From an optimization exercise on the open Yosys and OpenROAD flow, aimed at small area; shortcuts taken in it are not production practice. Function was checked by simulation only, so behaviour that the tests miss may differ from the original. No activity file was given, so power comes from the tool's default toggle rates.

## regfile
module regfile (
    input  logic        clk,
    input  logic        rst,
    input  logic        we,
    input  logic [4:0]  waddr,
    input  logic [31:0] wdata,
    input  logic        re1,
    input  logic [4:0]  raddr1,
    output logic [31:0] rdata1,
    input  logic        re2,
    input  logic [4:0]  raddr2,
    output logic [31:0] rdata2
);
    logic [31:0] mem_q [1:31];
    logic [31:0] mem_d [1:31];
    logic [31:1] wen [2], hold [2], sel1 [2], sel2 [2];
    logic [3:0]  wlo, wlo_n, r1lo_n, r2lo_n;
    logic [7:0]  whi, whi_r_n, r1hi_n, r2hi_n;
    rf_dec4_n u_wlo_n (.a(waddr[1:0]),  .en(we),   .y_n(wlo_n));
    rf_dec4   u_wlo   (.a(waddr[1:0]),  .en(we),   .y(wlo));
    rf_dec8   u_whi   (.a(waddr[4:2]),             .y(whi));
    rf_dec8_n u_whi_n (.a(waddr[4:2]),  .en(!rst), .y_n(whi_r_n));
    rf_dec4_n u_r1lo  (.a(raddr1[1:0]), .en(re1),  .y_n(r1lo_n));
    rf_dec8_n u_r1hi  (.a(raddr1[4:2]), .en(!rst), .y_n(r1hi_n));
    rf_dec4_n u_r2lo  (.a(raddr2[1:0]), .en(re2),  .y_n(r2lo_n));
    rf_dec8_n u_r2hi  (.a(raddr2[4:2]), .en(!rst), .y_n(r2hi_n));
    for (genvar i = 1; i < 32; i++) begin : g_dec
        for (genvar h = 0; h < 2; h++) begin : g_half
            rf_nor2  u_wen  (.a(wlo_n[i % 4]), .b(whi_r_n[i / 4]), .y(wen[h][i]));
            rf_aoi21 u_hold (.a1(wlo[i % 4]), .a2(whi[i / 4]), .b(rst), .y(hold[h][i]));
            rf_nor2  u_sel1 (.a(r1lo_n[i % 4]), .b(r1hi_n[i / 4]), .y(sel1[h][i]));
            rf_nor2  u_sel2 (.a(r2lo_n[i % 4]), .b(r2hi_n[i / 4]), .y(sel2[h][i]));
        end
    end
    for (genvar i = 1; i < 32; i++) begin : g_reg
        for (genvar b = 0; b < 32; b++) begin : g_bit
  ...
==> flow/config.mk <==
export PLATFORM = sky130hd
export DESIGN_NAME = regfile
export DESIGN_NICKNAME = regfile
export VERILOG_FILES = /design/flow/design.v
export SDC_FILE = /design/flow/constraint.sdc
export NUM_CORES = 4
export LEC_CHECK = 0
export CAP_MARGIN = 12
export CORE_MARGIN = 2
export CORE_UTILIZATION = 55
export GPL_TIMING_DRIVEN = 0
export SLEW_MARGIN = 12
export SYNTH_HIERARCHICAL = 1
export SYNTH_MINIMUM_KEEP_SIZE = 0
==> flow/constraint.sdc <==
create_clock -name core_clock -period 7.0 [get_ports {clk}]
set_input_delay 1.4000 -clock core_clock [delete_from_list [all_inputs] [get_ports {clk}]]
set_output_delay 1.4000 -clock core_clock [all_outputs]
set_load 0.01 [all_outputs]
standard.sh (not shown) runs the stock make flow with config.mk's settings and CLKGATE_MAP_FILE= SYNTH_SCRIPT=/design/flow/synth_recipe.tcl, a recipe that flattens the netlist after the stock synthesis.
==> flow/flow/run.sh <==
#!/bin/bash
# The standard layout with two changes: clock tree synthesis without dummy loads and with larger
# sink clusters, and the smallest buffer for the port buffers. Everything else, synthesis
# included, is standard.sh's.
set -euo pipefail
export CTS_ARGS="-sink_clustering_enable -repair_clock_nets -dont_use_dummy_load -sink_clustering_size 28 -sink_clustering_max_diameter 75 -buf_list {sky130_fd_sc_hd__clkbuf_8 sky130_fd_sc_hd__clkbuf_16}"
export BUFFER_PORTS_ARGS="-buffer_cell sky130_fd_sc_hd__buf_1"
bash standard.sh > standard.log 2>&1
The starting point ran to the end with violations: negative setup slack.
Edit:
- GPL_TIMING_DRIVEN: 0 -> not set
After rerunning:
- The new run finished clean
- register-to-register slack got worse by 0.15 ns
- final cell count goes up by 3.3%
- power climbs by about 1.5%
- worst setup slack gains 0.46 ns
- utilization came out higher by 0.96 points
- synthesized area stays the same
- routed wire length rose by 16%


build 57:
regfile, a different RTL version from the one above (not shown whole).
Size: ~3,200 cells after synthesis, about 990 flip-flops, roughly 38,000 um^2 of cells after synthesis.
Settings: LEC_CHECK=0, CAP_MARGIN=12, CORE_MARGIN=2, CORE_UTILIZATION=55, GPL_TIMING_DRIVEN=0, SETUP_SLACK_MARGIN=0.4, SLEW_MARGIN=12, SYNTH_HIERARCHICAL=1, SYNTH_MINIMUM_KEEP_SIZE=0; clock period 7.0 ns.
Scripts as last shown in full above: flow/flow/run.sh
No stage failed in build 57, and the final checks on the layout all came back clean.
Modified inputs, build 79 compared to build 57
diff --git a/flow/flow/run.sh b/flow/flow/run.sh
--- a/flow/flow/run.sh
+++ b/flow/flow/run.sh
@@ -6 +6 @@
-export CTS_ARGS="-sink_clustering_enable -repair_clock_nets -dont_use_dummy_load -sink_clustering_size 28 -sink_clustering_max_diameter 75 -buf_list {sky130_fd_sc_hd__clkbuf_8 sky130_fd_sc_hd__clkbuf_16}"
+export CTS_ARGS="-sink_clustering_enable -repair_clock_nets -dont_use_dummy_load -sink_clustering_size 30 -sink_clustering_max_diameter 80 -buf_list {sky130_fd_sc_hd__clkbuf_8 sky130_fd_sc_hd__clkbuf_16}"
Results
- Number of H-tree levels came out exactly the same in build 57 and build 79.
- When build 79 is measured against build 57, its total power turns out 1.6% lower.
- Build 79 vs build 57: setup slack down
- For the clock period minus worst slack, build 79 came in 30 ps higher than build 57 did.
- Final critical-path share of the clock period for build 79 is higher than for build 57.
- Relative to build 57, clock network area share has gone down in build 79.
- Total internal power is lower on build 79
- Maximum count of clock buffers along a single path came out exactly the same in build 57 and build 79.
- Comparing build 57 with build 79, the routed wire length came out essentially unchanged.
For build 80, these inputs were changed with respect to build 79:
- changing CORE_UTILIZATION from 55 to 64
- changing SLEW_MARGIN from 12 to 18
diff --git a/flow/flow/run.sh b/flow/flow/run.sh
--- a/flow/flow/run.sh
+++ b/flow/flow/run.sh
@@ -6 +6 @@
-export CTS_ARGS="-sink_clustering_enable -repair_clock_nets -dont_use_dummy_load -sink_clustering_size 30 -sink_clustering_max_diameter 80 -buf_list {sky130_fd_sc_hd__clkbuf_8 sky130_fd_sc_hd__clkbuf_16}"
+export CTS_ARGS="-sink_clustering_enable -repair_clock_nets -dont_use_dummy_load -sink_clustering_size 28 -sink_clustering_max_diameter 75 -buf_list {sky130_fd_sc_hd__clkbuf_8 sky130_fd_sc_hd__clkbuf_16}"
==> comparison <==
- Looking at cell with the biggest individual delay on the critical path, the nor2_2 result is from build 80; the or3b_1 one comes from build 79.
- Global-route usage (build 80 over build 79): increase, 1.8 points
- Against build 79, switching power in build 80 fell by a few percent.
- Build 80 drops more vias than build 79.
- The critical path depth reported for build 80 is greater than that of build 79 by 2.
- Final critical delay including setup and external delays down 57 ps in build 80 wrt build 79
- Portion of total power attributed to the clock network: build 80 vs build 79 — no meaningful difference
- [compare] base=build 79 new=build 80: routed length on met2 fell 5000 um, vias per cell rose about 5%, wire length after detailed routing fell about 8%.
#### Input delta (build 47 over build 80)
- a change of CORE_UTILIZATION from 64 to 55
- a change of SLEW_MARGIN from 18 to 12
diff --git a/flow/flow/run.sh b/flow/flow/run.sh
--- a/flow/flow/run.sh
+++ b/flow/flow/run.sh
@@ -2 +2,2 @@
-# The standard layout with two changes: clock tree synthesis without dummy loads and with larger
+# The standard layout with three changes: downsizing of gates off the critical paths after
+# global routing (RECOVER_POWER), clock tree synthesis without dummy loads and with larger
@@ -6,0 +8 @@
+export RECOVER_POWER=100
## What came out
Build 47 finished all stages; however, its layout fails the closing checks, the failures being max-capacitance violations, max-slew violations.
Per the comparison of build 47 with build 80, final clock period utilization by the worst path moved up, die height now larger, worst-case hold slack ~0 delta.
Re layout multi-input combinational cell count: no difference whatsoever between build 80 and build 47.
Build 47 against build 80: minimum clock period rose 140 ps; fraction of the core area covered by cells at the end of the flow fell 9.6 points; first-pass GRT wire length rose 7.2%; non-clock buffer count rose 19.
The detailed route wirelength on metal3 number comes out lower for build 47 vs build 80.
Input-level comparison between build 24 and build 47:
- a change of CORE_UTILIZATION from 55 to 60
- a change of SLEW_MARGIN from 12 to 15
diff --git a/flow/flow/run.sh b/flow/flow/run.sh
--- a/flow/flow/run.sh
+++ b/flow/flow/run.sh
@@ -2,2 +2 @@
-# The standard layout with three changes: downsizing of gates off the critical paths after
-# global routing (RECOVER_POWER), clock tree synthesis without dummy loads and with larger
+# The standard layout with two changes: clock tree synthesis without dummy loads and with larger
@@ -8 +6,0 @@
-export RECOVER_POWER=100
Findings:
Tap cell count sits lower in build 24 than in build 47. In the reports for build 24 and build 47, the larger relative contribution of the clock network to total power belongs to build 47. Going from build 47 to build 24, area added between synthesis and finish shrinks by 0.60 points. Routed length on met2 in build 24 is about 6% below build 47. Build 24 gives less setup slack of the critical path after layout than build 47 did. Higher number of gates on the worst path with buffers counted goes to build 47 over build 24. Build 47 → build 24: share of final layout cell area taken by non-clock buffers went down 0.43 points; routed wire length -6.3%. Build 24 and build 47: one clean run, build 24; the rest did not finish clean. Build 47 finished every stage; the final checks, however, were not passed, the failures being max-capacitance violations, max-slew violations.
Here is what was changed in the inputs of build 4 compared with build 24.
diff --git a/flow/flow/run.sh b/flow/flow/run.sh
--- a/flow/flow/run.sh
+++ b/flow/flow/run.sh
@@ -6 +6 @@
-export CTS_ARGS="-sink_clustering_enable -repair_clock_nets -dont_use_dummy_load -sink_clustering_size 28 -sink_clustering_max_diameter 75 -buf_list {sky130_fd_sc_hd__clkbuf_8 sky130_fd_sc_hd__clkbuf_16}"
+export CTS_ARGS="-sink_clustering_enable -repair_clock_nets -dont_use_dummy_load -sink_clustering_size 30 -sink_clustering_max_diameter 80 -buf_list {sky130_fd_sc_hd__clkbuf_8 sky130_fd_sc_hd__clkbuf_16}"
==> notes.md <==
Relative to build 24, build 4 degrades hold slack. Share of cell area taken by multi-input logic gates across build 24 and build 4: no real change. Build 4: final worst-path cycle share is 2.2 points lower than what build 24 reported. On via count, build 4 tracks build 24 almost exactly. Looking at build 24 and build 4, the final cell count without fillers is a wash. Diff build 4..build 24 | design area | negligible. Compared build 24 against build 4; utilization within noise. Lower wire length on met1 among build 24 and build 4: build 4. Diff build 24 -> build 4 | count of buffers not belonging to the clock network in the layout | increase of 5.2%. Build 24 reports its cell with the biggest individual delay on the critical path as a222oi_1 while build 4 reports nand4bb_1. Both conditions hold for build 24: the flow ran to the end and the final layout passed the timing, design-rule and antenna checks. Build 4: PASS, flow complete, no timing, DRC or antenna violations.

[separate check: timing with driven ports]
The results above use ideal ports. As a check the final layouts listed here were re-extracted and re-timed, cells and wires unchanged.
Step 1 assumes that a clkbuf_16 drives the clock port and a buf_2 every other input.
Step 2 moves the port delays by t, midway between the first and last clock arrival at a register: inputs arrive t later, outputs are due t later. That takes back most of the time a late clock gives input paths.
a / b / c = ideal ports / drivers / drivers and shift; a / b = the first two.
| run | t (ns) | slack for setup (ns) | hold WS [ns] | slew at the worst register clock pin (ns) | worst slew at a driven data input, ns |
|---|---|---|---|---|---|
| the first run of note 1 | 0.689 | -0.127 / -0.157 / -0.157 | 0.504 / 0.504 / 0.504 | 0.11 / 0.11 | 0.13 |
| the second run of note 1 | 0.700 | 0.330 / 0.298 / 0.298 | 0.502 / 0.502 / 0.502 | 0.11 / 0.11 | 0.17 |
| build 57 | 0.702 | 0.288 / 0.259 / 0.259 | 0.504 / 0.504 / 0.504 | 0.12 / 0.12 | 0.14 |
| build 79 | 0.705 | 0.258 / 0.233 / 0.233 | 0.509 / 0.509 / 0.509 | 0.12 / 0.12 | 0.14 |
| build 80 | 0.700 | 0.314 / 0.255 / 0.255 | 0.507 / 0.507 / 0.507 | 0.11 / 0.11 | 0.13 |
| build 47 | 0.704 | 0.172 / 0.110 / 0.110 | 0.505 / 0.505 / 0.505 | 0.11 / 0.11 | 0.14 |
| build 24 | 0.708 | 0.142 / 0.116 / 0.116 | 0.510 / 0.510 / 0.510 | 0.11 / 0.11 | 0.14 |
| build 4 | 0.701 | 0.294 / 0.269 / 0.269 | 0.507 / 0.507 / 0.507 | 0.12 / 0.12 | 0.15 |
For build 47, which loses most, drivers alone change the setup slack by -0.062 ns; drivers and shift together by -0.062 ns.
